Background: an optimization exercise with open tools, aiming at small area, a short achievable clock period and few clock cycles per item. Do not read the settings as production practice.
Only the layout flow was run in this run; the RTL was not checked for function there.
Power figures rest on the tool's default switching activity, not on a simulated workload.

==> design/flow/design.v <==
package ycrgb_pkg;
	localparam logic [9:0]  RST_COL_MAX = 10'd159;   
	localparam logic [9:0]  RST_ROW_MAX = 10'd119;   
	localparam logic [12:0] RST_ROW_STRIDE = 13'd960;
endpackage
module ycrgb_chroma
(
	input  logic [7:0] cb,    
	input  logic [7:0] cr,    
	output logic [9:0] kr,
	output logic [8:0] kg,
	output logic [9:0] kb
);
	wire rw1 = cr[7] ^ cr[5];
	wire rw2 = cr[7] & cr[5];
	wire rw3 = cr[6] ^ cr[4];
	wire rw4 = cr[6] & cr[4];
	wire rw5 = ~cr[7] ^ cr[5] ^ ~cr[1];
	wire rw6 = (~cr[7] & cr[5]) | (~cr[7] & ~cr[1]) | (cr[5] & ~cr[1]);
	wire rw7 = cr[6] ^ ~cr[2] ^ cr[0];
	wire rw8 = (cr[6] & ~cr[2]) | (cr[6] & cr[0]) | (~cr[2] & cr[0]);
	wire rw9 = ~cr[7] ^ ~cr[3];
	wire rw10 = ~cr[7] & ~cr[3];
	wire rw11 = ~cr[4] ^ cr[2];
	wire rw12 = ~cr[4] & cr[2];
	wire rw13 = ~cr[5] ^ cr[3] ^ ~cr[1];
	wire rw14 = (~cr[5] & cr[3]) | (~cr[5] & ~cr[1]) | (cr[3] & ~cr[1]);
	wire rw15 = ~cr[6] ^ cr[4] ^ ~cr[2];
	wire rw16 = (~cr[6] & cr[4]) | (~cr[6] & ~cr[2]) | (cr[4] & ~cr[2]);
	wire rw17 = cr[7] ^ cr[5] ^ ~cr[3];
	wire rw18 = (cr[7] & cr[5]) | (cr[7] & ~cr[3]) | (cr[5] & ~cr[3]);
	wire rw19 = cr[6] ^ ~cr[4] ^ cr[2];
	wire rw20 = (cr[6] & ~cr[4]) | (cr[6] & cr[2]) | (~cr[4] & cr[2]);
	wire rw21 = ~cr[7] ^ ~cr[5] ^ cr[3];
	wire rw22 = (~cr[7] & ~cr[5]) | (~cr[7] & cr[3]) | (~cr[5] & cr[3]);
	wire rw23 = ~cr[4] ^ cr[2];
	wire rw24 = ~cr[4] & cr[2];
	wire rw25 = ~cr[5] ^ cr[3] ^ cr[1];
	wire rw26 = (~cr[5] & cr[3]) | (~cr[5] & cr[1]) | (cr[3] & cr[1]);
	wire rw27 = ~cr[6] ^ cr[4] ^ cr[2];
	wire rw28 = (~cr[6] & cr[4]) | (~cr[6] & cr[2]) | (cr[4] & cr[2]);
	wire rw29 = cr[3] ^ 1'b1 ^ rw1;
	wire rw30 = (cr[3] & 1'b1) | (cr[3] & rw1) | (1'b1 & rw1);
	wire rw31 = ~cr[0] ^ rw2 ^ rw3;
	wire rw32 = (~cr[0] & rw2) | (~cr[0] & rw3) | (rw2 & rw3);
	wire rw33 = 1'b1 ^ rw4 ^ rw5;
	wire rw34 = (1'b1 & rw4) | (1'b1 & rw5) | (rw4 & rw5);
	wire rw35 = 1'b1 ^ rw6 ^ rw7;
	wire rw36 = (1'b1 & rw6) | (1'b1 & rw7) | (rw6 & rw7);
	wire rw37 = cr[1] ^ rw8 ^ rw9;
	wire rw38 = (cr[1] & rw8) | (cr[1] & rw9) | (rw8 & rw9);
	wire rw39 = ~cr[0] ^ rw10 ^ rw11;
	wire rw40 = (~cr[0] & rw10) | (~cr[0] & rw11) | (rw10 & rw11);
	wire rw41 = 1'b1 ^ rw12 ^ rw13;
	wire rw42 = (1'b1 & rw12) | (1'b1 & rw13) | (rw12 & rw13);
	wire rw43 = cr[0] ^ rw14 ^ rw15;
	wire rw44 = (cr[0] & rw14) | (cr[0] & rw15) | (rw14 & rw15);
	wire rw45 = cr[1] ^ rw16 ^ rw17;
	wire rw46 = (cr[1] & rw16) | (cr[1] & rw17) | (rw16 & rw17);
	wire rw47 = 1'b1 ^ rw18 ^ rw19;
	wire rw48 = (1'b1 & rw18) | (1'b1 & rw19) | (rw18 & rw19);
	wire rw49 = 1'b1 ^ rw20 ^ rw21;
	wire rw50 = (1'b1 & rw20) | (1'b1 & rw21) | (rw20 & rw21);
	wire rw51 = ~cr[6] ^ cr[4] ^ rw22;
	wire rw52 = (~cr[6] & cr[4]) | (~cr[6] & rw22) | (cr[4] & rw22);
	wire rw53 = cr[7] ^ cr[5];
	wire rw54 = cr[7] & cr[5];
	wire rw55 = cr[6] ^ 1'b1;
	wire rw56 = cr[6] & 1'b1;
	wire [22:0] rw57 = {1'b1,~cr[7],rw54,rw52,rw50,rw48,rw46,rw44,rw42,rw40,rw38,rw36,rw34,rw32,rw30,rw28,rw26,rw24,cr[0],~cr[3],~cr[2],~cr[1],~cr[0]};
	wire [22:0] rw58 = {1'b0,rw56,rw55,rw53,rw51,rw49,rw47,rw45,rw43,rw41,rw39,rw37,rw35,rw33,rw31,rw29,rw27,rw25,rw23,cr[1],cr[0],1'b0,1'b1};
	wire [22:0] rw59 = rw57 + rw58;
	assign kr = {rw59[22],rw59[21],rw59[20],rw59[19],rw59[18],rw59[17],rw59[16],rw59[15],rw59[14],rw59[13]};
	wire gw1 = ~cb[6] ^ cb[3];
	wire gw2 = ~cb[6] & cb[3];
	wire gw3 = cb[7] ^ cb[4];
	wire gw4 = cb[7] & cb[4];
	wire gw5 = cb[5] ^ ~cb[3];
	wire gw6 = cb[5] & ~cb[3];
	wire gw7 = ~cb[4] ^ ~cb[2];
	wire gw8 = ~cb[4] & ~cb[2];
	wire gw9 = ~cb[5] ^ ~cb[3] ^ ~cb[0];
	wire gw10 = (~cb[5] & ~cb[3]) | (~cb[5] & ~cb[0]) | (~cb[3] & ~cb[0]);
	wire gw11 = cr[5] ^ ~cr[1];
	wire gw12 = cr[5] & ~cr[1];
	wire gw13 = ~cb[6] ^ ~cb[4] ^ ~cb[1];
	wire gw14 = (~cb[6] & ~cb[4]) | (~cb[6] & ~cb[1]) | (~cb[4] & ~cb[1]);
	wire gw15 = cr[6] ^ ~cr[2];
	wire gw16 = cr[6] & ~cr[2];
	wire gw17 = cb[7] ^ ~cb[5] ^ ~cb[2];
	wire gw18 = (cb[7] & ~cb[5]) | (cb[7] & ~cb[2]) | (~cb[5] & ~cb[2]);
	wire gw19 = ~cr[7] ^ ~cr[3];
	wire gw20 = ~cr[7] & ~cr[3];
	wire gw21 = ~cb[6] ^ ~cb[3] ^ ~cr[4];
	wire gw22 = (~cb[6] & ~cb[3]) | (~cb[6] & ~cr[4]) | (~cb[3] & ~cr[4]);
	wire gw23 = cb[7] ^ ~cb[4] ^ ~cb[0];
	wire gw24 = (cb[7] & ~cb[4]) | (cb[7] & ~cb[0]) | (~cb[4] & ~cb[0]);
	wire gw25 = ~cb[5] ^ ~cb[1];
	wire gw26 = ~cb[5] & ~cb[1];
	wire gw27 = ~cb[6] ^ ~cb[2] ^ cr[7];
	wire gw28 = (~cb[6] & ~cb[2]) | (~cb[6] & cr[7]) | (~cb[2] & cr[7]);
	wire gw29 = cb[7] ^ ~cb[3];
	wire gw30 = cb[7] & ~cb[3];
	wire gw31 = ~cb[4] ^ cb[1] ^ ~cr[2];
	wire gw32 = (~cb[4] & cb[1]) | (~cb[4] & ~cr[2]) | (cb[1] & ~cr[2]);
	wire gw33 = ~cb[5] ^ cb[2] ^ ~cb[0];
	wire gw34 = (~cb[5] & cb[2]) | (~cb[5] & ~cb[0]) | (cb[2] & ~cb[0]);
	wire gw35 = ~cb[1] ^ ~cr[4] ^ cr[2];
	wire gw36 = (~cb[1] & ~cr[4]) | (~cb[1] & cr[2]) | (~cr[4] & cr[2]);
	wire gw37 = ~cr[0] ^ 1'b1;
	wire gw38 = ~cr[0] & 1'b1;
	wire gw39 = ~cb[2] ^ ~cr[5] ^ cr[3];
	wire gw40 = (~cb[2] & ~cr[5]) | (~cb[2] & cr[3]) | (~cr[5] & cr[3]);
	wire gw41 = ~cr[1] ^ gw2 ^ gw3;
	wire gw42 = (~cr[1] & gw2) | (~cr[1] & gw3) | (gw2 & gw3);
	wire gw43 = ~cr[6] ^ cr[4] ^ ~cr[2];
	wire gw44 = (~cr[6] & cr[4]) | (~cr[6] & ~cr[2]) | (cr[4] & ~cr[2]);
	wire gw45 = 1'b1 ^ gw4 ^ gw5;
	wire gw46 = (1'b1 & gw4) | (1'b1 & gw5) | (gw4 & gw5);
	wire gw47 = cb[6] ^ ~cb[4] ^ cr[7];
	wire gw48 = (cb[6] & ~cb[4]) | (cb[6] & cr[7]) | (~cb[4] & cr[7]);
	wire gw49 = cr[5] ^ ~cr[3] ^ gw6;
	wire gw50 = (cr[5] & ~cr[3]) | (cr[5] & gw6) | (~cr[3] & gw6);
	wire gw51 = ~cb[7] ^ ~cb[5] ^ cr[6];
	wire gw52 = (~cb[7] & ~cb[5]) | (~cb[7] & cr[6]) | (~cb[5] & cr[6]);
	wire gw53 = ~cr[4] ^ 1'b1;
	wire gw54 = ~cr[4] & 1'b1;
	wire gw55 = ~cb[6] ^ ~cr[7] ^ ~cr[5];
	wire gw56 = (~cb[6] & ~cr[7]) | (~cb[6] & ~cr[5]) | (~cr[7] & ~cr[5]);
	wire gw57 = ~cb[2] ^ ~cb[0];
	wire gw58 = ~cb[2] & ~cb[0];
	wire gw59 = ~cb[3] ^ ~cb[1];
	wire gw60 = ~cb[3] & ~cb[1];
	wire gw61 = cr[4] ^ ~cr[0] ^ 1'b1;
	wire gw62 = (cr[4] & ~cr[0]) | (cr[4] & 1'b1) | (~cr[0] & 1'b1);
	wire gw63 = 1'b1 ^ gw8 ^ gw9;
	wire gw64 = (1'b1 & gw8) | (1'b1 & gw9) | (gw8 & gw9);
	wire gw65 = gw10 ^ gw12 ^ gw13;
	wire gw66 = (gw10 & gw12) | (gw10 & gw13) | (gw12 & gw13);
	wire gw67 = gw14 ^ gw16 ^ gw17;
	wire gw68 = (gw14 & gw16) | (gw14 & gw17) | (gw16 & gw17);
	wire gw69 = 1'b1 ^ gw18 ^ gw20;
	wire gw70 = (1'b1 & gw18) | (1'b1 & gw20) | (gw18 & gw20);
	wire gw71 = ~cr[5] ^ 1'b1 ^ gw22;
	wire gw72 = (~cr[5] & 1'b1) | (~cr[5] & gw22) | (1'b1 & gw22);
	wire gw73 = ~cr[6] ^ 1'b1 ^ gw24;
	wire gw74 = (~cr[6] & 1'b1) | (~cr[6] & gw24) | (1'b1 & gw24);
	wire gw75 = ~cr[0] ^ 1'b1 ^ gw26;
	wire gw76 = (~cr[0] & 1'b1) | (~cr[0] & gw26) | (1'b1 & gw26);
	wire gw77 = cb[0] ^ ~cr[1] ^ gw28;
	wire gw78 = (cb[0] & ~cr[1]) | (cb[0] & gw28) | (~cr[1] & gw28);
	wire gw79 = cr[0] ^ 1'b1 ^ gw30;
	wire gw80 = (cr[0] & 1'b1) | (cr[0] & gw30) | (1'b1 & gw30);
	wire gw81 = ~cr[3] ^ cr[1] ^ gw32;
	wire gw82 = (~cr[3] & cr[1]) | (~cr[3] & gw32) | (cr[1] & gw32);
	wire gw83 = gw1 ^ gw34 ^ gw35;
	wire gw84 = (gw1 & gw34) | (gw1 & gw35) | (gw34 & gw35);
	wire gw85 = gw36 ^ gw38 ^ gw39;
	wire gw86 = (gw36 & gw38) | (gw36 & gw39) | (gw38 & gw39);
	wire gw87 = gw40 ^ gw42 ^ gw43;
	wire gw88 = (gw40 & gw42) | (gw40 & gw43) | (gw42 & gw43);
	wire gw89 = gw44 ^ gw46 ^ gw47;
	wire gw90 = (gw44 & gw46) | (gw44 & gw47) | (gw46 & gw47);
	wire gw91 = gw48 ^ gw50 ^ gw51;
	wire gw92 = (gw48 & gw50) | (gw48 & gw51) | (gw50 & gw51);
	wire gw93 = 1'b1 ^ gw52 ^ gw54;
	wire gw94 = (1'b1 & gw52) | (1'b1 & gw54) | (gw52 & gw54);
	wire gw95 = cb[7] ^ ~cr[6] ^ 1'b1;
	wire gw96 = (cb[7] & ~cr[6]) | (cb[7] & 1'b1) | (~cr[6] & 1'b1);
	wire gw97 = cr[2] ^ 1'b1;
	wire gw98 = cr[2] & 1'b1;
	wire gw99 = cr[3] ^ gw58 ^ gw59;
	wire gw100 = (cr[3] & gw58) | (cr[3] & gw59) | (gw58 & gw59);
	wire gw101 = gw7 ^ gw60 ^ gw61;
	wire gw102 = (gw7 & gw60) | (gw7 & gw61) | (gw60 & gw61);
	wire gw103 = gw11 ^ gw62 ^ gw63;
	wire gw104 = (gw11 & gw62) | (gw11 & gw63) | (gw62 & gw63);
	wire gw105 = gw15 ^ gw64 ^ gw65;
	wire gw106 = (gw15 & gw64) | (gw15 & gw65) | (gw64 & gw65);
	wire gw107 = gw19 ^ gw66 ^ gw67;
	wire gw108 = (gw19 & gw66) | (gw19 & gw67) | (gw66 & gw67);
	wire gw109 = gw21 ^ gw68 ^ gw69;
	wire gw110 = (gw21 & gw68) | (gw21 & gw69) | (gw68 & gw69);
	wire gw111 = gw23 ^ gw70 ^ gw71;
	wire gw112 = (gw23 & gw70) | (gw23 & gw71) | (gw70 & gw71);
	wire gw113 = gw25 ^ gw72 ^ gw73;
	wire gw114 = (gw25 & gw72) | (gw25 & gw73) | (gw72 & gw73);
	wire gw115 = gw27 ^ gw74 ^ gw75;
	wire gw116 = (gw27 & gw74) | (gw27 & gw75) | (gw74 & gw75);
	wire gw117 = gw29 ^ gw76 ^ gw77;
	wire gw118 = (gw29 & gw76) | (gw29 & gw77) | (gw76 & gw77);
	wire gw119 = gw31 ^ gw78 ^ gw79;
	wire gw120 = (gw31 & gw78) | (gw31 & gw79) | (gw78 & gw79);
	wire gw121 = gw33 ^ gw80 ^ gw81;
	wire gw122 = (gw33 & gw80) | (gw33 & gw81) | (gw80 & gw81);
	wire gw123 = gw37 ^ gw82 ^ gw83;
	wire gw124 = (gw37 & gw82) | (gw37 & gw83) | (gw82 & gw83);
	wire gw125 = gw41 ^ gw84 ^ gw85;
	wire gw126 = (gw41 & gw84) | (gw41 & gw85) | (gw84 & gw85);
	wire gw127 = gw45 ^ gw86 ^ gw87;
	wire gw128 = (gw45 & gw86) | (gw45 & gw87) | (gw86 & gw87);
	wire gw129 = gw49 ^ gw88 ^ gw89;
	wire gw130 = (gw49 & gw88) | (gw49 & gw89) | (gw88 & gw89);
	wire gw131 = gw53 ^ gw90 ^ gw91;
	wire gw132 = (gw53 & gw90) | (gw53 & gw91) | (gw90 & gw91);
	wire gw133 = gw55 ^ gw92 ^ gw93;
	wire gw134 = (gw55 & gw92) | (gw55 & gw93) | (gw92 & gw93);
	wire gw135 = gw56 ^ gw94 ^ gw95;
	wire gw136 = (gw56 & gw94) | (gw56 & gw95) | (gw94 & gw95);
	wire gw137 = cr[7] ^ 1'b1 ^ gw96;
	wire gw138 = (cr[7] & 1'b1) | (cr[7] & gw96) | (1'b1 & gw96);
	wire [23:0] gw139 = {gw138,gw136,gw134,gw132,gw130,gw128,gw126,gw124,gw122,gw120,gw118,gw116,gw114,gw112,gw110,gw108,gw106,gw104,gw102,gw100,gw98,gw57,~cb[1],~cb[0]};
	wire [23:0] gw140 = {1'b0,gw137,gw135,gw133,gw131,gw129,gw127,gw125,gw123,gw121,gw119,gw117,gw115,gw113,gw111,gw109,gw107,gw105,gw103,gw101,gw99,gw97,cr[1],cr[0]};
	wire [23:0] gw141 = gw139 + gw140;
	assign kg = {gw141[23],gw141[22],gw141[21],gw141[20],gw141[19],gw141[18],gw141[17],gw141[16],gw141[15]};
	wire bw1 = ~cb[7] ^ ~cb[5];
	wire bw2 = ~cb[7] & ~cb[5];
	wire bw3 = ~cb[6] ^ cb[4];
	wire bw4 = ~cb[6] & cb[4];
	wire bw5 = cb[3] ^ cb[0];
	wire bw6 = cb[3] & cb[0];
	wire bw7 = cb[1] ^ 1'b1 ^ bw2;
	wire bw8 = (cb[1] & 1'b1) | (cb[1] & bw2) | (1'b1 & bw2);
	wire bw9 = cb[7] ^ cb[5] ^ cb[2];
	wire bw10 = (cb[7] & cb[5]) | (cb[7] & cb[2]) | (cb[5] & cb[2]);
	wire bw11 = cb[6] ^ cb[3];
	wire bw12 = cb[6] & cb[3];
	wire bw13 = cb[2] ^ ~cb[0];
	wire bw14 = cb[2] & ~cb[0];
	wire bw15 = cb[3] ^ ~cb[1];
	wire bw16 = cb[3] & ~cb[1];
	wire bw17 = cb[4] ^ ~cb[2] ^ cb[0];
	wire bw18 = (cb[4] & ~cb[2]) | (cb[4] & cb[0]) | (~cb[2] & cb[0]);
	wire bw19 = cb[5] ^ ~cb[3] ^ cb[1];
	wire bw20 = (cb[5] & ~cb[3]) | (cb[5] & cb[1]) | (~cb[3] & cb[1]);
	wire bw21 = cb[6] ^ ~cb[4] ^ cb[2];
	wire bw22 = (cb[6] & ~cb[4]) | (cb[6] & cb[2]) | (~cb[4] & cb[2]);
	wire bw23 = 1'b1 ^ bw1 ^ bw5;
	wire bw24 = (1'b1 & bw1) | (1'b1 & bw5) | (bw1 & bw5);
	wire bw25 = bw3 ^ bw6 ^ bw7;
	wire bw26 = (bw3 & bw6) | (bw3 & bw7) | (bw6 & bw7);
	wire bw27 = bw4 ^ bw8 ^ bw9;
	wire bw28 = (bw4 & bw8) | (bw4 & bw9) | (bw8 & bw9);
	wire bw29 = 1'b1 ^ bw10 ^ bw11;
	wire bw30 = (1'b1 & bw10) | (1'b1 & bw11) | (bw10 & bw11);
	wire bw31 = ~cb[7] ^ cb[4] ^ bw12;
	wire bw32 = (~cb[7] & cb[4]) | (~cb[7] & bw12) | (cb[4] & bw12);
	wire bw33 = cb[5] ^ 1'b1;
	wire bw34 = cb[5] & 1'b1;
	wire bw35 = ~cb[7] ^ cb[0];
	wire bw36 = ~cb[7] & cb[0];
	wire [22:0] bw37 = {1'b1,~cb[7],cb[6],cb[5],cb[4],cb[3],cb[2],cb[1],1'b1,cb[6],bw32,bw30,bw28,bw26,bw24,bw22,bw20,bw18,bw16,bw14,1'b1,cb[1],cb[0]};
	wire [22:0] bw38 = {1'b0,1'b0,1'b1,1'b1,1'b1,1'b0,1'b1,bw36,bw35,bw34,bw33,bw31,bw29,bw27,bw25,bw23,bw21,bw19,bw17,bw15,bw13,1'b0,1'b0};
	wire [22:0] bw39 = bw37 + bw38;
	assign kb = {bw39[22],bw39[21],bw39[20],bw39[19],bw39[18],bw39[17],bw39[16],bw39[15],bw39[14],bw39[13]};
endmodule
module ycrgb_luma
(
	input  logic [7:0] luma,
	output logic [8:0] yy
);
	wire w1 = luma[4] ^ luma[2];
	wire w2 = luma[4] & luma[2];
	wire w3 = luma[5] ^ luma[3] ^ luma[1];
	wire w4 = (luma[5] & luma[3]) | (luma[5] & luma[1]) | (luma[3] & luma[1]);
	wire w5 = luma[6] ^ luma[4];
	wire w6 = luma[6] & luma[4];
	wire w7 = luma[7] ^ luma[5] ^ luma[3];
	wire w8 = (luma[7] & luma[5]) | (luma[7] & luma[3]) | (luma[5] & luma[3]);
	wire w9 = luma[6] ^ luma[4];
	wire w10 = luma[6] & luma[4];
	wire w11 = luma[7] ^ luma[5];
	wire w12 = luma[7] & luma[5];
	wire w13 = luma[7] ^ luma[2];
	wire w14 = luma[7] & luma[2];
	wire w15 = luma[3] ^ luma[1];
	wire w16 = luma[3] & luma[1];
	wire w17 = luma[0] ^ 1'b1 ^ w1;
	wire w18 = (luma[0] & 1'b1) | (luma[0] & w1) | (1'b1 & w1);
	wire w19 = 1'b1 ^ w2 ^ w3;
	wire w20 = (1'b1 & w2) | (1'b1 & w3) | (w2 & w3);
	wire w21 = luma[2] ^ w4 ^ w5;
	wire w22 = (luma[2] & w4) | (luma[2] & w5) | (w4 & w5);
	wire w23 = luma[0] ^ w6 ^ w7;
	wire w24 = (luma[0] & w6) | (luma[0] & w7) | (w6 & w7);
	wire w25 = luma[1] ^ w8 ^ w9;
	wire w26 = (luma[1] & w8) | (luma[1] & w9) | (w8 & w9);
	wire w27 = luma[2] ^ w10 ^ w11;
	wire w28 = (luma[2] & w10) | (luma[2] & w11) | (w10 & w11);
	wire w29 = luma[6] ^ luma[3] ^ w12;
	wire w30 = (luma[6] & luma[3]) | (luma[6] & w12) | (luma[3] & w12);
	wire w31 = luma[7] ^ luma[4];
	wire w32 = luma[7] & luma[4];
	wire [20:0] w33 = {1'b0,luma[7],luma[6],luma[5],w30,w28,w26,w24,w22,w20,w18,w16,w14,luma[0],luma[6],luma[5],luma[4],luma[3],luma[2],luma[1],luma[0]};
	wire [20:0] w34 = {1'b0,1'b0,1'b0,w32,w31,w29,w27,w25,w23,w21,w19,w17,w15,w13,luma[1],luma[0],1'b0,1'b0,1'b0,1'b0,1'b0};
	wire [20:0] w35 = w33 + w34;
	assign yy = {w35[20],w35[19],w35[18],w35[17],w35[16],w35[15],w35[14],w35[13],w35[12]};
endmodule
module ycbcr420_to_rgb_flip_core
#(
	parameter int MAX_WIDTH  = 2048,
	parameter int MAX_HEIGHT = 2048
) (
	input  logic        clk,
	input  logic        arst_n,
	input  logic        wr_en,
	input  logic [1:0]  wr_index,
	input  logic [12:0] wr_data,
	input  logic        s_tvalid,
	output logic        s_tready,
	input  logic [47:0] s_tdata,
	output logic        m_tvalid,
	input  logic        m_tready,
	output logic [71:0] m_tdata,
	output logic        m_tlast,
	output logic        m_tuser
);
	function automatic logic [7:0] sat8(input logic signed [10:0] v);
		if (v[10]) begin
			sat8 = 8'd0;
		end else if (v[9] | v[8]) begin
			sat8 = 8'd255;
		end else begin
			sat8 = v[7:0];
		end
	endfunction
	logic        ph;        
	logic        v1;
	logic        v2;
	logic        ld2;
	logic        r2_free;
	logic        ov;
	logic        olast;     
	logic        addr_ok;
	logic        adv;       
	logic        r1_free;
	logic        ld1;
	logic        ld_lo;
	logic        rdy_a;
	logic        rdy_b;
	assign adv      = v2 && (!ov || m_tready) && addr_ok;
	assign r2_free  = !v2 || adv;
	assign ld2      = v1 && r2_free;
	assign r1_free  = !v1 || ld2;
	assign ld1      = s_tvalid && r1_free;
	assign ld_lo    = adv && !olast;
	assign rdy_a    = ph && (!v1 || !v2 || (addr_ok && !ov));
	assign rdy_b    = ph && addr_ok;
	assign s_tready = rdy_a || (rdy_b && m_tready);
	always_ff @(posedge clk or negedge arst_n) begin
		if (!arst_n) begin
			ph    <= 1'b0;
			v1    <= 1'b0;
			v2    <= 1'b0;
			ov    <= 1'b0;
			olast <= 1'b1;
		end else begin
			if (ld1) begin
				ph <= !ph;
			end
			if (r1_free) begin
				v1 <= s_tvalid;
			end
			if (r2_free) begin
				v2 <= v1;
			end
			if (adv) begin
				ov    <= 1'b1;
				olast <= !olast;
			end else if (m_tready) begin
				ov    <= 1'b0;
			end
		end
	end
	logic [7:0] ya_q;
	logic [7:0] yb_q;
	logic [7:0] cb_q;
	logic [7:0] cr_q;
	always_ff @(posedge clk) begin
		if (ld1) begin
			ya_q <= ph ? s_tdata[23:16] : s_tdata[7:0];
			yb_q <= ph ? s_tdata[31:24] : s_tdata[15:8];
			cb_q <= s_tdata[39:32];
			cr_q <= s_tdata[47:40];
		end
	end
	logic [8:0]        yy_a;
	logic [8:0]        yy_b;
	logic signed [9:0] kr;
	logic signed [8:0] kg;
	logic signed [9:0] kb;
	ycrgb_luma u_luma_a (.luma(ya_q), .yy(yy_a));
	ycrgb_luma u_luma_b (.luma(yb_q), .yy(yy_b));
	ycrgb_chroma u_chroma (
		.cb (cb_q ^ 8'h80),
		.cr (cr_q ^ 8'h80),
		.kr (kr),
		.kg (kg),
		.kb (kb)
	);
	logic [8:0]        yy_a_q;
	logic [8:0]        yy_b_q;
	logic signed [9:0] kr_q;
	logic signed [8:0] kg_q;
	logic signed [9:0] kb_q;
	always_ff @(posedge clk) begin
		if (ld2) begin
			yy_a_q <= yy_a;
			yy_b_q <= yy_b;
			kr_q   <= kr;
			kg_q   <= kg;
			kb_q   <= kb;
		end
	end
	function automatic logic [10:0] add11(input logic [10:0] a, input logic [10:0] b);
		logic c;
		c = 1'b0;
		for (int i = 0; i < 11; i++) begin
			add11[i] = a[i] ^ b[i] ^ c;
			c        = (a[i] & b[i]) | (c & (a[i] ^ b[i]));
		end
	endfunction
	logic [9:0]  cm;        
	logic [9:0]  rm;        
	logic [12:0] stride;
	logic [9:0]  col;       
	logic [9:0]  row;       
	logic        lc_q;      
	logic        lr_q;      
	logic        lr_q2;
	logic [23:0] base;      
	logic        bvalid;
	logic        bstart;
	logic [3:0]  bcnt;
	logic        kbit_q;
	logic        st_q;
	logic [9:0]  wr_max;
	logic [9:0]  cm_n;
	logic [9:0]  rm_n;
	logic [9:0]  col_n;
	logic [9:0]  row_n;
	logic [9:0]  kmul;
	logic [15:0] kmul_x;
	logic [23:0] badd_a;
	logic [23:0] badd_b;
	logic [23:0] badd;
	logic        row_step;
	logic        wr_geo;
	always_comb begin
		if (wr_data[10:0] == 11'd0) begin
			wr_max = 10'd0;
		end else if (wr_data[10]) begin
			wr_max = 10'd1023;
		end else begin
			wr_max = wr_data[9:0] - 10'd1;
		end
	end
	assign wr_geo = wr_en && (wr_index != 2'd3);
	assign cm_n   = (wr_en && wr_index == 2'd0) ? wr_max : cm;
	assign rm_n   = (wr_en && wr_index == 2'd1) ? wr_max : rm;
	always_ff @(posedge clk or negedge arst_n) begin
		if (!arst_n) begin
			cm     <= ycrgb_pkg::RST_COL_MAX;
			rm     <= ycrgb_pkg::RST_ROW_MAX;
			stride <= ycrgb_pkg::RST_ROW_STRIDE;
		end else begin
			cm <= cm_n;
			rm <= rm_n;
			if (wr_en && wr_index == 2'd2) begin
				stride <= wr_data;
			end
		end
	end
	assign row_step = ld_lo && lc_q && !lr_q;
	always_comb begin
		col_n = col;
		row_n = row;
		if (ld_lo) begin
			if (lc_q) begin
				col_n = 10'd0;
				row_n = lr_q ? 10'd0 : row + 10'd1;
			end else begin
				col_n = col + 10'd1;
			end
		end else if (!bvalid) begin
			if (lc_q) begin
				col_n = cm;
			end
			if (lr_q) begin
				row_n = rm;
			end
		end
	end
	always_ff @(posedge clk or negedge arst_n) begin
		if (!arst_n) begin
			col   <= '0;
			row   <= '0;
			lc_q  <= 1'b0;
			lr_q  <= 1'b0;
			lr_q2 <= 1'b0;
		end else begin
			col   <= col_n;
			row   <= row_n;
			lc_q  <= (col_n >= cm_n);
			lr_q  <= (row_n >= rm_n);
			lr_q2 <= lr_q;
		end
	end
	assign kmul   = lr_q ? rm : (rm - row);
	assign kmul_x = {6'd0, kmul};
	assign bstart = st_q || wr_geo || (lr_q && !lr_q2);
	assign badd_a = bvalid ? base : {base[22:0], 1'b0};
	assign badd_b = bvalid ? ~(24'({stride, 1'b0})) : (kbit_q ? 24'({stride, 1'b0}) : 24'd0);
	assign badd   = badd_a + badd_b + 24'(bvalid);
	always_ff @(posedge clk or negedge arst_n) begin
		if (!arst_n) begin
			bvalid <= 1'b0;
			bcnt   <= 4'd10;
			st_q   <= 1'b1;
		end else begin
			st_q <= 1'b0;
			if (bstart) begin
				bvalid <= 1'b0;
				bcnt   <= 4'd10;
			end else if (!bvalid) begin
				if (bcnt == 4'd0) begin
					bvalid <= 1'b1;
				end
				bcnt <= bcnt - 4'd1;
			end
		end
	end
	always_ff @(posedge clk) begin
		if (bstart) begin
			base   <= '0;
			kbit_q <= 1'b0;
		end else begin
			if (!bvalid || row_step) begin
				base <= badd;
			end
			kbit_q <= kmul_x[bcnt - 4'd1];
		end
	end
	assign addr_ok = olast ? (bvalid || lr_q) : 1'b1;
	logic [47:0] opix;
	logic [23:0] ooff;
	logic        ouser;
	logic [23:0] up_off;
	assign up_off = (lr_q ? 24'd0 : base) + 24'({col, 2'b00}) + 24'({col, 1'b0});
	always_ff @(posedge clk) begin
		if (adv) begin
			opix[7:0]   <= sat8(add11(11'(yy_a_q), 11'(kr_q)));
			opix[15:8]  <= sat8(add11(11'(yy_a_q), 11'(kg_q)));
			opix[23:16] <= sat8(add11(11'(yy_a_q), 11'(kb_q)));
			opix[31:24] <= sat8(add11(11'(yy_b_q), 11'(kr_q)));
			opix[39:32] <= sat8(add11(11'(yy_b_q), 11'(kg_q)));
			opix[47:40] <= sat8(add11(11'(yy_b_q), 11'(kb_q)));
			ooff        <= olast ? up_off : ooff + 24'(stride);
			ouser       <= !olast && lc_q && lr_q;
		end
	end
	assign m_tvalid = ov;
	assign m_tlast  = olast;
	assign m_tuser  = ouser;
	assign m_tdata  = {ooff, opix};
endmodule
==> design/flow/flow/run.sh <==
#!/bin/bash
# The standard layout, with repair_timing aiming below the clock period
# (setup margin) so the critical paths are sized and buffered.
set -euo pipefail
bash standard.sh SETUP_SLACK_MARGIN=6.8 finish > make.log 2>&1
==> design/flow/standard.sh <==
#!/bin/bash
# synth_recipe.tcl (not shown) runs the flow's synth.tcl, then flattens the netlist and writes it again
# the make line also repeats each setting of config.mk as NAME=value (left out here)
make -C /OpenROAD-flow-scripts/flow DESIGN_CONFIG=/design/flow/config.mk WORK_HOME=/design/flow/orfs CLKGATE_MAP_FILE= SYNTH_SCRIPT=/design/flow/synth_recipe.tcl "${@:-finish}"
==> design/flow/config.mk <==
export PLATFORM = sky130hd
export DESIGN_NAME = ycbcr420_to_rgb_flip_core
export DESIGN_NICKNAME = ycbcr420_to_rgb_flip_core
export VERILOG_FILES = /design/flow/design.v
export SDC_FILE = /design/flow/constraint.sdc
export NUM_CORES = 4
export LEC_CHECK = 0
export CAP_MARGIN = 20
export CORE_MARGIN = 2
export CORE_UTILIZATION = 40
export SLEW_MARGIN = 20
==> design/flow/constraint.sdc <==
create_clock -name core_clock -period 11.0 [get_ports {clk}]
set_input_delay 2.2000 -clock core_clock [delete_from_list [all_inputs] [get_ports {clk}]]
set_output_delay 2.2000 -clock core_clock [all_outputs]
set_load 0.01 [all_outputs]
==> impl_results.md <==
* Core Footprint at 50,200 um^2
* Hold_buf cts at 0
* Worst-path cell chain: buf_6 -> nand2b_4 -> o21ai_4 -> nand3_4 -> and2_4 -> buf_6
* CP Max Fanout at 3
* Ports at 144
* Peak supply drop at 214 uV
* Initial core utilization at 40.6%
* Cell with the most instances after synthesis: inv_1
* Pleak at 10.5 nW
* DRC Markers at 0
* Initial antenna violation count at 0
* Post-synth top area share at 22.4%
* Final WL at 50.8 mm
* Antenna diodes at 0
* Min cycle time layout at 5170 ps
* First-pass GRT wire length at 81.2 mm
* Total power at 8.60 mW
* Area contributors post-synth: edfxtp_1, ha_1, fa_1
* Antenna viol nets, final at 0
* CP Capture Type: output pin
* Flop pwr share at 24.5%
* Clock latency (worst-skew pair) at 570 ps
* DR vias/cell at 5.26
* Worst-case clock buffer depth at 3
* Proportion of layout cells with a drive suffix above 1 at 10.6%
* CP max stage delay at 190 ps
* CP Data Required Time at 8800 ps
* Placed inst area at 22,500 um^2
* Setup CP Type: primary input to output pin
* Total grt overflow at 0
* Cell count after placement at 2,771
* Fmax at 0.193 GHz
* Startpoint types: primary input
* Worst Clk Skew at 9.65 ps
* Power Density at 357 nW/um^2
* Area growth from synthesis to layout at 18.2%
* DR vias at 15,100
* H-tree level count at 1
* Switching Share at 44.8%
* Max-cap violations at 0
* Endpoints failing setup at 0
* Post-Syn Nets at 2,454
* Mapped Cells at 2,005
* Drt initial violations at 789
* Yosys reg bits at 244
* Final Core Density at 48.0%
* Worst path most repeated cell: buf_6
* Post-synth EDFFs at 152
* Worst path slowest cell: and2_4
* GR Util All Layers at 19.3%
* Largest net degree at the start of global routing at 70
* Post-synth top area cell: edfxtp_1
* CP Data Arrival Time at 2970 ps
* CTS Sinks at 244
* PortBufs at 143
* Chip Height at 230 um
* Placer Congestion at 0.856
* Root buffer cell: clkbuf_16
* Post-synthesis sequential area ratio at 33.2%
* Slew HR at 32.5%
* Post-detail-place hpwl at 38.7 mm
* Switching power at 3.85 mW
* Clock slew at reported path FFs at 60 ps
* Outcome: complete, no violations
* Vias in the first global route at 15,400
* Row cnt at 82
* Non-Filler Instances at 2,879
* Warning count from the yosys run at 1
* Final hold violation count at 0
* Nets at 2,632
* Slew @ Worst Pin at 1010 ps
* Int Power at 4.74 mW
* Die ar. at 52,700 um^2
* Tcrit/Tclk final at 47.0%
* Count of cell types in the netlist at 80
* Ys async rst share at 27.5%
* CTS Buf Count at 31
* Post-synthesis area per instance at 10.2 um^2
* R2R Setup Slk at 6920 ps
* Clk pwr share at 11.5%
* Worst Hold Class: flip-flop to flip-flop
* Wire per inst at 17.7 um
* Drt pass-1 iters at 5
* Main flop type after synthesis: edfxtp_1
* Filler Cells Inserted at 4,642
* Comb power frac at 64.0%
* Mapped cell area at 20,400 um^2
* Total negative slack at 0 ps
* Cell area after layout at 24,100 um^2
* Die X at 230 um
* Post-synth top cells: inv_1, ha_1, edfxtp_1
* RSZ-0062 raised after global routing: true
* Pins Over Slew Limit at 0
* TritonCTS clock tree: built
## metal layers
layer | part of all wire, % | vias up | wire length, um | track usage, %
met3 | 3.5 | 81 | 1800 | 2.30
met4 | 2.9 | 0 | 1460 | 5.50
met2 | 51 | 301 | 26000 | 34.8
li1 | - | 7299 | - | -
met1 | 42 | 7454 | 21600 | 24.1
met5 | 0 | - | 0 | 0
## area by class of cell
class                           count  area (um^2)  area share, %
Timing Repair inverter              1         5.00         0.0208
Multi-Input combinational cell   1455        12600           52.5
Tap cell                          672          841           3.49
Clock inverter                      6         36.3          0.151
Sequential cell                   244         6770           28.1
Clock buffer                       51          952           3.96
Inverter                          252          968           4.02
Timing Repair Buffer              198         1850           7.69
## cell usage in the layout, fill, tap and decap left out, types with 36 or more instances in the layout
master / count
fa_1: 137
xor2_1: 52
dfrtp_1: 46
ha_1: 243
clkdlybuf4s50_1: 131
buf_4: 53
nor3_1: 36
nor2_1: 143
edfxtp_1: 152
mux2_2: 47
nand2_1: 143
inv_1: 242
xnor2_1: 65
a21oi_1: 79
o21ai_0: 83
## state kept, by name (all words and copies together), names as in the netlist, 4 cells and up
register and cells:
opix 48, base 24, ooff 24, stride 13, cm 10, col 10
kb_q 10, kr_q 10, rm 10, row 10, kg_q 9, yy_a_q 9
yy_b_q 9, cb_q 8, cr_q 8, ya_q 8, yb_q 8, bcnt 4
## cells by family after synthesis
kind of cell               Yosys count  synth area share (%)
AOI/OAI and AO/OA                  379                  12.1
adders and majority gates          381                  28.5
xor gates and xnor gates           117                  5.03
muxes                               57                  3.21
and+or+nand+nor                    519                  12.3
buffers and inverters              307                  5.66
DFF                                244                  33.2
other                                1                0.0184
## through the flow
stage                     hold WS [ps]  setup slack, ps
after global placement             461             4920
after CTS                          481             5820
after detailed placement           463             4930
after global routing               507             5800
final                              479             5830
after floorplan                    400             6120
## power groups by stage
stage | sequential (mW) | combinational [mW] | clock (mW)
finish | 2.11 | 5.51 | 0.985
global route | 2.16 | 6.28 | 1.04
CTS | 2.12 | 5.40 | 1.01
detailed placement | 2.16 | 5.24 | 0
global placement | 2.16 | 5.08 | 0
floorplan | 2.05 | 3.77 | 0
## path summary, 6_finish.rpt
path                            depth (start not counted)        to  startpoint
max in group asynchronous                               2        v2      arst_n
min in group asynchronous                               2        ov      arst_n
worst min register to register                          2  base[10]    base[10]
worst max-delay path                                    6  s_tready    m_tready
worst max register to register                         14   kg_q[8]     cb_q[4]
worst min-delay path                                    2  base[10]    base[10]
## what timing repair did
item                                    in CTS  in global routing
pin swaps                                    5                  4
setup buffers                               30                 19
endpoints found under the setup margin      34                 18
cloned                                       2                  0
gates resized for setup                     52                 15
endpoints found under the hold margin        0                  0
## critical path, delay by kind of cell
family                 cells  cell delay (ps)
and+or+nand+nor            3              460
buffers and inverters      2              210
AOI/OAI and AO/OA          1              100

## separate check: timing with driven ports
The results above use ideal ports. As a check the final layout listed here was re-extracted and re-timed, cells and wires unchanged. Step 1 (the two cells are an assumption about what drives the block):
set clk [get_ports {clk}]
set_driving_cell -lib_cell sky130_fd_sc_hd__clkbuf_16 $clk
set_driving_cell -lib_cell sky130_fd_sc_hd__buf_2 [delete_from_list [all_inputs] $clk]
Step 2 times the ports against the registers' clock, not the clock port: input delays grow and output delays shrink by t, the midpoint of the rising clock arrivals with the driver on. Slacks: no drivers / after step 1 / after step 2; pairs: no drivers / after step 1.
t, ns: 0.627
slack for setup (ns): 5.827 / 5.792 / 5.792
worst hold slack (ns): 0.479 / 0.479 / 0.479
pins driven straight from the clock port: 1
After both steps setup and hold are still met in this run. The setup slack of this run moves by -0.035 ns with the drivers and by -0.035 ns with both steps.
